This is an optimization exercise on Yosys and OpenROAD, whose aim is small area, not a production implementation.
Where RTL was checked, it was by simulation tests only, not by an equivalence proof against the original.
Power and IR drop assume default switching activity.

==> flow/design.v (excerpt) <==
module sad_disparity_row (
    input  logic        clk,
    input  logic        rst_n,
    input  logic [31:0] ix,
    input  logic [31:0] iy,
    input  logic [7:0]  a,
    input  logic [7:0]  b,
    output logic [31:0] ox,
    output logic [31:0] oy,
    output logic [3:0]  disp,
    output logic        disp_valid,
    output logic [10:0] cost
);
==> flow/config.mk <==
export PLATFORM = sky130hd
export DESIGN_NAME = sad_disparity_row
export DESIGN_NICKNAME = sad_disparity_row
export VERILOG_FILES = /design/flow/design.v
export SDC_FILE = /design/flow/constraint.sdc
export NUM_CORES = 4
export LEC_CHECK = 0
export CAP_MARGIN = 20
export CORE_MARGIN = 2
export CORE_UTILIZATION = 40
export CTS_BUF_LIST = sky130_fd_sc_hd__clkbuf_8
export CTS_CLUSTER_DIAMETER = 60
export CTS_CLUSTER_SIZE = 16
export SETUP_SLACK_MARGIN = 0.05
export SLEW_MARGIN = 20
==> flow/constraint.sdc <==
create_clock -name core_clock -period 6.0 [get_ports {clk}]
set_input_delay 1.2000 -clock core_clock [delete_from_list [all_inputs] [get_ports {clk}]]
set_output_delay 1.2000 -clock core_clock [all_outputs]
set_load 0.01 [all_outputs]
standard.sh (not shown) runs the stock make flow with config.mk's settings and CLKGATE_MAP_FILE= SYNTH_SCRIPT=/design/flow/synth_recipe.tcl, a recipe that flattens the netlist after the stock synthesis.
==> flow/flow/run.sh <==
#!/bin/bash
# Standard ORFS layout with three changes:
#  - synthesis uses flow/synth.tcl (the standard flow's script, ABC with flow/abc_area.script)
#  - flow/fapol.py then removes inverters around full adders (self-dual flips)
#  - port buffers are buf_1 cells
set -euo pipefail
HERE=$PWD
MK=$(sed -n 's/^\(make .*\) "\${@:-finish}"$/\1/p' standard.sh | sed "s#SYNTH_SCRIPT=[^ ]*#SYNTH_SCRIPT=$HERE/flow/synth.tcl#")
RES=$HERE/orfs/results/$FLOW_PLATFORM/sad_disparity_row/base
echo "$MK" > make_cmd.log
export MY_ABC_SCRIPT=$HERE/flow/abc_area.script
eval "$MK $RES/1_2_yosys.v" > synth.log 2>&1
cp $RES/1_2_yosys.v 1_2_yosys_orig.v
python3 flow/fapol.py 1_2_yosys_orig.v $RES/1_2_yosys.v > fapol.log 2>&1
eval "$MK BUFFER_PORTS_ARGS='-buffer_cell sky130_fd_sc_hd__buf_1' finish" > finish.log 2>&1
: # left out here: write the final layout as DEF
==> flow/flow/abc_area.script <==
&get -n
&st
&dch
&nf
&put
buffer -c
topo
stime -c
upsize -c
dnsize -c
Other scripts of this flow, unchanged in this note and not shown: flow/flow/fapol.py, flow/flow/synth.tcl
The baseline finished with timing, DRC and antenna clean.
Next try:
--- a/flow/flow/run.sh
+++ b/flow/flow/run.sh
@@ -5,0 +6 @@
+#  - clock tree: clkbuf_8 clusters of 16 sinks, no dummy loads
@@ -15 +16,2 @@
-eval "$MK BUFFER_PORTS_ARGS='-buffer_cell sky130_fd_sc_hd__buf_1' finish" > finish.log 2>&1
+CTS="-sink_clustering_enable -repair_clock_nets -buf_list sky130_fd_sc_hd__clkbuf_8 -sink_clustering_size 22 -sink_clustering_max_diameter 60 -dont_use_dummy_load"
+eval "$MK BUFFER_PORTS_ARGS='-buffer_cell sky130_fd_sc_hd__buf_1' CTS_ARGS='$CTS' finish" > finish.log 2>&1
==> flow/flow/abc_area.script (replaced) <==
&get -n
&st
&dch
&nf
&put
Settings changed: CTS_CLUSTER_SIZE 16 to 22.
Effect:
- The changed run finished clean
- global-route usage is lower by 0.11 points
- via count came out lower slightly
- worst setup slack gains 0.041 ns
- clock power drops by a quarter to a third
- total power decreases by roughly a tenth
- clock-buffer cell count shrinks by 12
- sequential cell count stays the same

== build 27 ==
Another version of the RTL of sad_disparity_row (not shown whole).
Size in the first run: about 890 flip-flops, about 160 I/O pins, ~0.049 mm2 of cells after synthesis.
clock: 6.0 ns
lec_check: 0
cap_margin: 20
core_margin: 2
core_utilization: 40
cts_buf_list: sky130_fd_sc_hd__clkbuf_4
slew_margin: 20
run.sh (not shown) runs the stock make flow with config.mk's settings and CLKGATE_MAP_FILE= SYNTH_SCRIPT=/design/flow/synth_recipe.tcl, a recipe that flattens the netlist after the stock synthesis.
Stock flow here: none of the scripts above is used.
#### Input delta (build 62 over build 27)
# build 27
export LEC_CHECK = 0
export CAP_MARGIN = 20
export CORE_MARGIN = 2
export CORE_UTILIZATION = 40
export CTS_BUF_LIST = sky130_fd_sc_hd__clkbuf_4
export SLEW_MARGIN = 20
create_clock -name core_clock -period 6.0 [get_ports {clk}]
# build 62
export LEC_CHECK = 0
export CAP_MARGIN = 20
export CORE_MARGIN = 2
export CORE_UTILIZATION = 40
export CTS_BUF_LIST = sky130_fd_sc_hd__clkbuf_8
export CTS_CLUSTER_DIAMETER = 60
export CTS_CLUSTER_SIZE = 16
export SLEW_MARGIN = 20
create_clock -name core_clock -period 6.0 [get_ports {clk}]
==> comparison <==
Diff build 27 -> build 62: internal power contribution now sits lower; met2 track demand over resource in global routing rose by 0.29 points; first-pass GRT wire length has decreased; synthesis-to-layout area growth has decreased; minimum hold slack went up 0.028 ns.
On setup slack, build 27 beats build 62.
Compared with build 27, the router placed fewer vias in build 62.
Of the two values seen for end of the critical path, sum_q[142] was produced by build 27 and sum_q[87] by build 62.
[inputs] build 54 vs build 62
# build 62
export LEC_CHECK = 0
export CAP_MARGIN = 20
export CORE_MARGIN = 2
export CORE_UTILIZATION = 40
export CTS_BUF_LIST = sky130_fd_sc_hd__clkbuf_8
export CTS_CLUSTER_DIAMETER = 60
export CTS_CLUSTER_SIZE = 16
export SLEW_MARGIN = 20
create_clock -name core_clock -period 6.0 [get_ports {clk}]
# build 54
export LEC_CHECK = 0
export CAP_MARGIN = 20
export CORE_MARGIN = 2
export CORE_UTILIZATION = 40
export CTS_BUF_LIST = sky130_fd_sc_hd__clkbuf_8
export SLEW_MARGIN = 20
create_clock -name core_clock -period 6.0 [get_ports {clk}]
[summary]
The run with more setup slack is build 54; build 62 has less.
Build 54 vs. build 62: detailed-placement wirelength estimate level, clock power rose 37%.
Summary of build 54 over build 62: final area rose by 2.5%, total met2 wirelength after detailed routing rose by 1.0 mm, global router's overall resource usage rose by 0.30 points.
What build 11 does differently from build 54 at the input level:
# build 54
export LEC_CHECK = 0
export CAP_MARGIN = 20
export CORE_MARGIN = 2
export CORE_UTILIZATION = 40
export CTS_BUF_LIST = sky130_fd_sc_hd__clkbuf_8
export SLEW_MARGIN = 20
create_clock -name core_clock -period 6.0 [get_ports {clk}]
# build 11
export LEC_CHECK = 0
export CAP_MARGIN = 20
export CORE_MARGIN = 2
export CORE_UTILIZATION = 40
export SLEW_MARGIN = 20
create_clock -name core_clock -period 6.0 [get_ports {clk}]
--- outcome ---
Setup slack: build 11 more than build 54. Reported for build 54 and build 11, largest net degree at the start of global routing turned out identical to the last digit. Non-clock buffer count, build 54 and build 11: larger value in build 11. Diff build 54 and build 11: portion of the clock cycle consumed by the worst path in the final layout lower in build 11. Between build 54 and build 11, the core utilization does not differ in any meaningful way.

sad_disparity_row with an RTL version that a note above also has.
For scale: about 160 I/O pins, roughly 44,000 sq um of cells after synthesis.
// sad_disparity_row
module sad_disparity_row (
    input  logic        clk,
    input  logic        rst_n,
    input  logic [31:0] ix,
    input  logic [31:0] iy,
    input  logic [7:0]  a,
    input  logic [7:0]  b,
    output logic [31:0] ox,
    output logic [31:0] oy,
    output logic [3:0]  disp,
    output logic        disp_valid,
    output logic [10:0] cost
);
clock: 6.0 ns
lec_check: 0
cap_margin: 20
core_margin: 2
core_utilization: 40
cts_buf_list: sky130_fd_sc_hd__clkbuf_8
cts_cluster_diameter: 60
cts_cluster_size: 16
gpl_timing_driven: 0
setup_slack_margin: 0.05
slew_margin: 20
standard.sh (not shown) runs the stock make flow with config.mk's settings and CLKGATE_MAP_FILE= SYNTH_SCRIPT=/design/flow/synth_recipe.tcl, a recipe that flattens the netlist after the stock synthesis.
==> flow/flow/run.sh <==
#!/bin/bash
# Standard ORFS layout with three changes:
#  - synthesis uses flow/synth.tcl (the standard flow's script, ABC with flow/abc_area.script)
#  - flow/fapol.py then removes inverters around full adders (self-dual flips)
#  - port buffers are buf_1 cells
#  - clock tree: clkbuf_8 clusters of 16 sinks, no dummy loads
set -euo pipefail
HERE=$PWD
MK=$(sed -n 's/^\(make .*\) "\${@:-finish}"$/\1/p' standard.sh | sed "s#SYNTH_SCRIPT=[^ ]*#SYNTH_SCRIPT=$HERE/flow/synth.tcl#")
RES=$HERE/orfs/results/$FLOW_PLATFORM/sad_disparity_row/base
echo "$MK" > make_cmd.log
export MY_ABC_SCRIPT=$HERE/flow/abc_area.script
eval "$MK $RES/1_2_yosys.v" > synth.log 2>&1
cp $RES/1_2_yosys.v 1_2_yosys_orig.v
python3 flow/fapol.py 1_2_yosys_orig.v $RES/1_2_yosys.v > fapol.log 2>&1
CTS="-sink_clustering_enable -repair_clock_nets -buf_list sky130_fd_sc_hd__clkbuf_8 -sink_clustering_size 16 -sink_clustering_max_diameter 60 -dont_use_dummy_load"
eval "$MK BUFFER_PORTS_ARGS='-buffer_cell sky130_fd_sc_hd__buf_1' CTS_ARGS='$CTS' finish" > finish.log 2>&1
: # left out here: write the final layout as DEF
Other scripts of this flow, unchanged in this note and not shown: flow/flow/abc_area.script, flow/flow/fapol.py, flow/flow/synth.tcl
The starting point produced a clean layout.
Edit:
--- a/flow/flow/run.sh
+++ b/flow/flow/run.sh
@@ -16 +16 @@
-CTS="-sink_clustering_enable -repair_clock_nets -buf_list sky130_fd_sc_hd__clkbuf_8 -sink_clustering_size 16 -sink_clustering_max_diameter 60 -dont_use_dummy_load"
+CTS="-sink_clustering_enable -repair_clock_nets -buf_list sky130_fd_sc_hd__clkbuf_16 -sink_clustering_size 30 -sink_clustering_max_diameter 60 -dont_use_dummy_load"
Settings changed: CTS_BUF_LIST sky130_fd_sc_hd__clkbuf_8 to sky130_fd_sc_hd__clkbuf_16, CTS_CLUSTER_SIZE 16 to 30, GPL_TIMING_DRIVEN 0 to not set.
What happened: The new run finished with timing, DRC and antenna clean; core utilization is lower by 0.47 points; first-iteration DRC count came out higher by 3.2%; non-clock buffer count falls by 13.
Edit:
--- a/flow/flow/run.sh
+++ b/flow/flow/run.sh
@@ -16 +16 @@
-CTS="-sink_clustering_enable -repair_clock_nets -buf_list sky130_fd_sc_hd__clkbuf_16 -sink_clustering_size 30 -sink_clustering_max_diameter 60 -dont_use_dummy_load"
+CTS="-sink_clustering_enable -repair_clock_nets -buf_list sky130_fd_sc_hd__clkbuf_4 -sink_clustering_size 10 -sink_clustering_max_diameter 50 -dont_use_dummy_load"
Settings changed: CTS_BUF_LIST sky130_fd_sc_hd__clkbuf_16 to sky130_fd_sc_hd__clkbuf_4, CTS_CLUSTER_DIAMETER 60 to 50, CTS_CLUSTER_SIZE 30 to 10.
After rerunning: Worst setup slack gets better by 0.017 ns; core utilization drops by 0.85 points; flip-flop and latch count does not change; hold slack gets worse by 0.12 ns; maximum frequency stays flat; die area is unchanged; global-route usage climbs by 0.25 points; sequential power stays flat; via count climbs slightly; cell count climbs slightly; final area drops slightly.

Setup of run A:
Starting RTL as in the previous note.
==> flow/config.mk <==
export PLATFORM = sky130hd
export DESIGN_NAME = sad_disparity_row
export DESIGN_NICKNAME = sad_disparity_row
export VERILOG_FILES = /design/flow/design.v
export SDC_FILE = /design/flow/constraint.sdc
export NUM_CORES = 4
export LEC_CHECK = 0
export CAP_MARGIN = 20
export CORE_MARGIN = 2
export CORE_UTILIZATION = 55
export CTS_BUF_LIST = sky130_fd_sc_hd__clkbuf_8
export CTS_CLUSTER_DIAMETER = 60
export CTS_CLUSTER_SIZE = 16
export PLACE_DENSITY = 0.7
export SETUP_SLACK_MARGIN = 0.05
export SLEW_MARGIN = 20
==> flow/constraint.sdc <==
create_clock -name core_clock -period 6.0 [get_ports {clk}]
set_input_delay 1.2000 -clock core_clock [delete_from_list [all_inputs] [get_ports {clk}]]
set_output_delay 1.2000 -clock core_clock [all_outputs]
set_load 0.01 [all_outputs]
==> flow/flow/run.sh <==
#!/bin/bash
# Standard ORFS layout with three changes:
#  - synthesis uses flow/synth.tcl (the standard flow's script, ABC with flow/abc_area.script)
#  - flow/fapol.py then removes inverters around full adders (self-dual flips)
#  - port buffers are buf_1 cells
#  - clock tree: clkbuf_8 clusters of 16 sinks, no dummy loads
set -euo pipefail
HERE=$PWD
MK=$(sed -n 's/^\(make .*\) "\${@:-finish}"$/\1/p' standard.sh | sed "s#SYNTH_SCRIPT=[^ ]*#SYNTH_SCRIPT=$HERE/flow/synth.tcl#")
RES=$HERE/orfs/results/$FLOW_PLATFORM/sad_disparity_row/base
echo "$MK" > make_cmd.log
export MY_ABC_SCRIPT=$HERE/flow/abc_area.script
eval "$MK $RES/1_2_yosys.v" > synth.log 2>&1
cp $RES/1_2_yosys.v 1_2_yosys_orig.v
python3 flow/fapol.py 1_2_yosys_orig.v $RES/1_2_yosys.v > fapol.log 2>&1
CTS="-sink_clustering_enable -repair_clock_nets -buf_list sky130_fd_sc_hd__clkbuf_8 -sink_clustering_size 16 -sink_clustering_max_diameter 60 -dont_use_dummy_load"
eval "$MK BUFFER_PORTS_ARGS='-buffer_cell sky130_fd_sc_hd__buf_1' CTS_ARGS='$CTS' finish" > finish.log 2>&1
: # left out here: write the final layout as DEF
Other scripts of this flow, unchanged in this note and not shown: flow/flow/abc_area.script, flow/flow/fapol.py, flow/flow/synth.tcl
> inputs changed (run A -> run B)
# run A
export LEC_CHECK = 0
export CAP_MARGIN = 20
export CORE_MARGIN = 2
export CORE_UTILIZATION = 55
export CTS_BUF_LIST = sky130_fd_sc_hd__clkbuf_8
export CTS_CLUSTER_DIAMETER = 60
export CTS_CLUSTER_SIZE = 16
export PLACE_DENSITY = 0.7
export SETUP_SLACK_MARGIN = 0.05
export SLEW_MARGIN = 20
create_clock -name core_clock -period 6.0 [get_ports {clk}]
# run B
export LEC_CHECK = 0
export CAP_MARGIN = 20
export CORE_MARGIN = 2
export CORE_UTILIZATION = 40
export CTS_BUF_LIST = sky130_fd_sc_hd__clkbuf_8
export CTS_CLUSTER_DIAMETER = 60
export CTS_CLUSTER_SIZE = 16
export PLACE_DENSITY = 0.45
export SETUP_SLACK_MARGIN = 0.05
export SLEW_MARGIN = 20
create_clock -name core_clock -period 6.0 [get_ports {clk}]
Compared with run A, in run B effective utilization at floorplan -15 points, TritonCTS buffer count rose by 14, final critical path time including I/O delays and setup decreased by 0.030 ns relative to the old numbers, final worst setup slack has increased.
For the fraction of met1 tracks used by global routing, run B came in 5.2 points lower than run A did.
Run B vs run A: critical path depth down by more than 10%
Die size: run B exceeds run A
The following lists how run C was set up differently from run B:
# run B
export LEC_CHECK = 0
export CAP_MARGIN = 20
export CORE_MARGIN = 2
export CORE_UTILIZATION = 40
export CTS_BUF_LIST = sky130_fd_sc_hd__clkbuf_8
export CTS_CLUSTER_DIAMETER = 60
export CTS_CLUSTER_SIZE = 16
export PLACE_DENSITY = 0.45
export SETUP_SLACK_MARGIN = 0.05
export SLEW_MARGIN = 20
create_clock -name core_clock -period 6.0 [get_ports {clk}]
# run C
export LEC_CHECK = 0
export CAP_MARGIN = 20
export CORE_MARGIN = 2
export CORE_UTILIZATION = 40
export CTS_BUF_LIST = sky130_fd_sc_hd__clkbuf_8
export CTS_CLUSTER_DIAMETER = 60
export CTS_CLUSTER_SIZE = 16
export SETUP_SLACK_MARGIN = 0.05
export SLEW_MARGIN = 20
create_clock -name core_clock -period 6.0 [get_ports {clk}]
--- outcome ---
[run C] detailed-placement wirelength estimate fell 7.8 mm relative to run B. [compare] base=run B new=run C: wire length per cell after detailed routing moved down, total of cells resized after clock tree synthesis picked up an extra 4.

sad_disparity_row, a different RTL version from the one above (not shown whole).
Size: ~4200 cells after synthesis, roughly 890 flip-flops, about 160 I/O pins.
make LEC_CHECK=0 CAP_MARGIN=20 CORE_MARGIN=2 CORE_UTILIZATION=60 PLACE_DENSITY=0.7 SLEW_MARGIN=20 finish   # period 6.0 ns
run.sh (not shown) runs the stock make flow with config.mk's settings and CLKGATE_MAP_FILE= SYNTH_SCRIPT=/design/flow/synth_recipe.tcl, a recipe that flattens the netlist after the stock synthesis.
Stock flow here: none of the scripts above is used.
The starting point ran to the end with violations: setup timing.
Rerun with:
- CORE_UTILIZATION: 60 -> 40
- PLACE_DENSITY: 0.7 -> unset
The changed run completed and failed the layout checks on setup timing.
Synthesized area stays the same.
Global-route usage decreases by 9.1 points.
Die area increases by 49%.
No run of this note included a check of the RTL's function; only the layout flow was run.

==> re-timing with driven ports <==
No port has a modelled driver above. Below, the same layouts with a new extraction and two added sets of constraints. Step 1: set_driving_cell puts a clkbuf_16 on clk and a buf_2 on each other input, an assumption about the parent block. Step 2 moves the port delays by t, midway between the first and last clock arrival at a register: inputs arrive t later, outputs are due t later. That takes back most of the time a late clock gives input paths. Three values: no drivers, after step 1, after step 2; two values: the first two.
run	t (ns)	slack for setup (ns)	hold slack, ns	worst slew at a driven data input, ns
the first run of note 1	0.851	0.178 / 0.178 / 0.178	0.314 / 0.314 / 0.314	0.06
the second run of note 1	0.790	0.218 / 0.218 / 0.218	0.259 / 0.259 / 0.259	0.07
build 27	1.199	0.256 / 0.256 / 0.256	0.292 / 0.292 / 0.292	0.08
build 62	0.824	0.203 / 0.203 / 0.203	0.320 / 0.320 / 0.320	0.08
build 54	0.901	0.208 / 0.208 / 0.208	0.317 / 0.317 / 0.317	0.08
build 11	0.746	0.221 / 0.221 / 0.221	0.318 / 0.318 / 0.318	0.08
the first run of note 3	0.799	0.227 / 0.227 / 0.227	0.250 / 0.250 / 0.250	0.07
the second run of note 3	0.698	0.242 / 0.242 / 0.242	0.285 / 0.285 / 0.285	0.07
the third run of note 3	1.083	0.258 / 0.258 / 0.258	0.166 / 0.158 / 0.266	0.07
run A	0.749	0.228 / 0.228 / 0.228	0.252 / 0.252 / 0.252	0.07
run B	0.777	0.259 / 0.259 / 0.259	0.293 / 0.293 / 0.293	0.06
run C	0.783	0.220 / 0.220 / 0.220	0.260 / 0.260 / 0.260	0.07
the first run of note 5	0.706	-0.325 / -0.325 / -0.325	0.296 / 0.296 / 0.296	0.07
the second run of note 5	0.758	-0.239 / -0.239 / -0.239	0.315 / 0.315 / 0.315	0.09
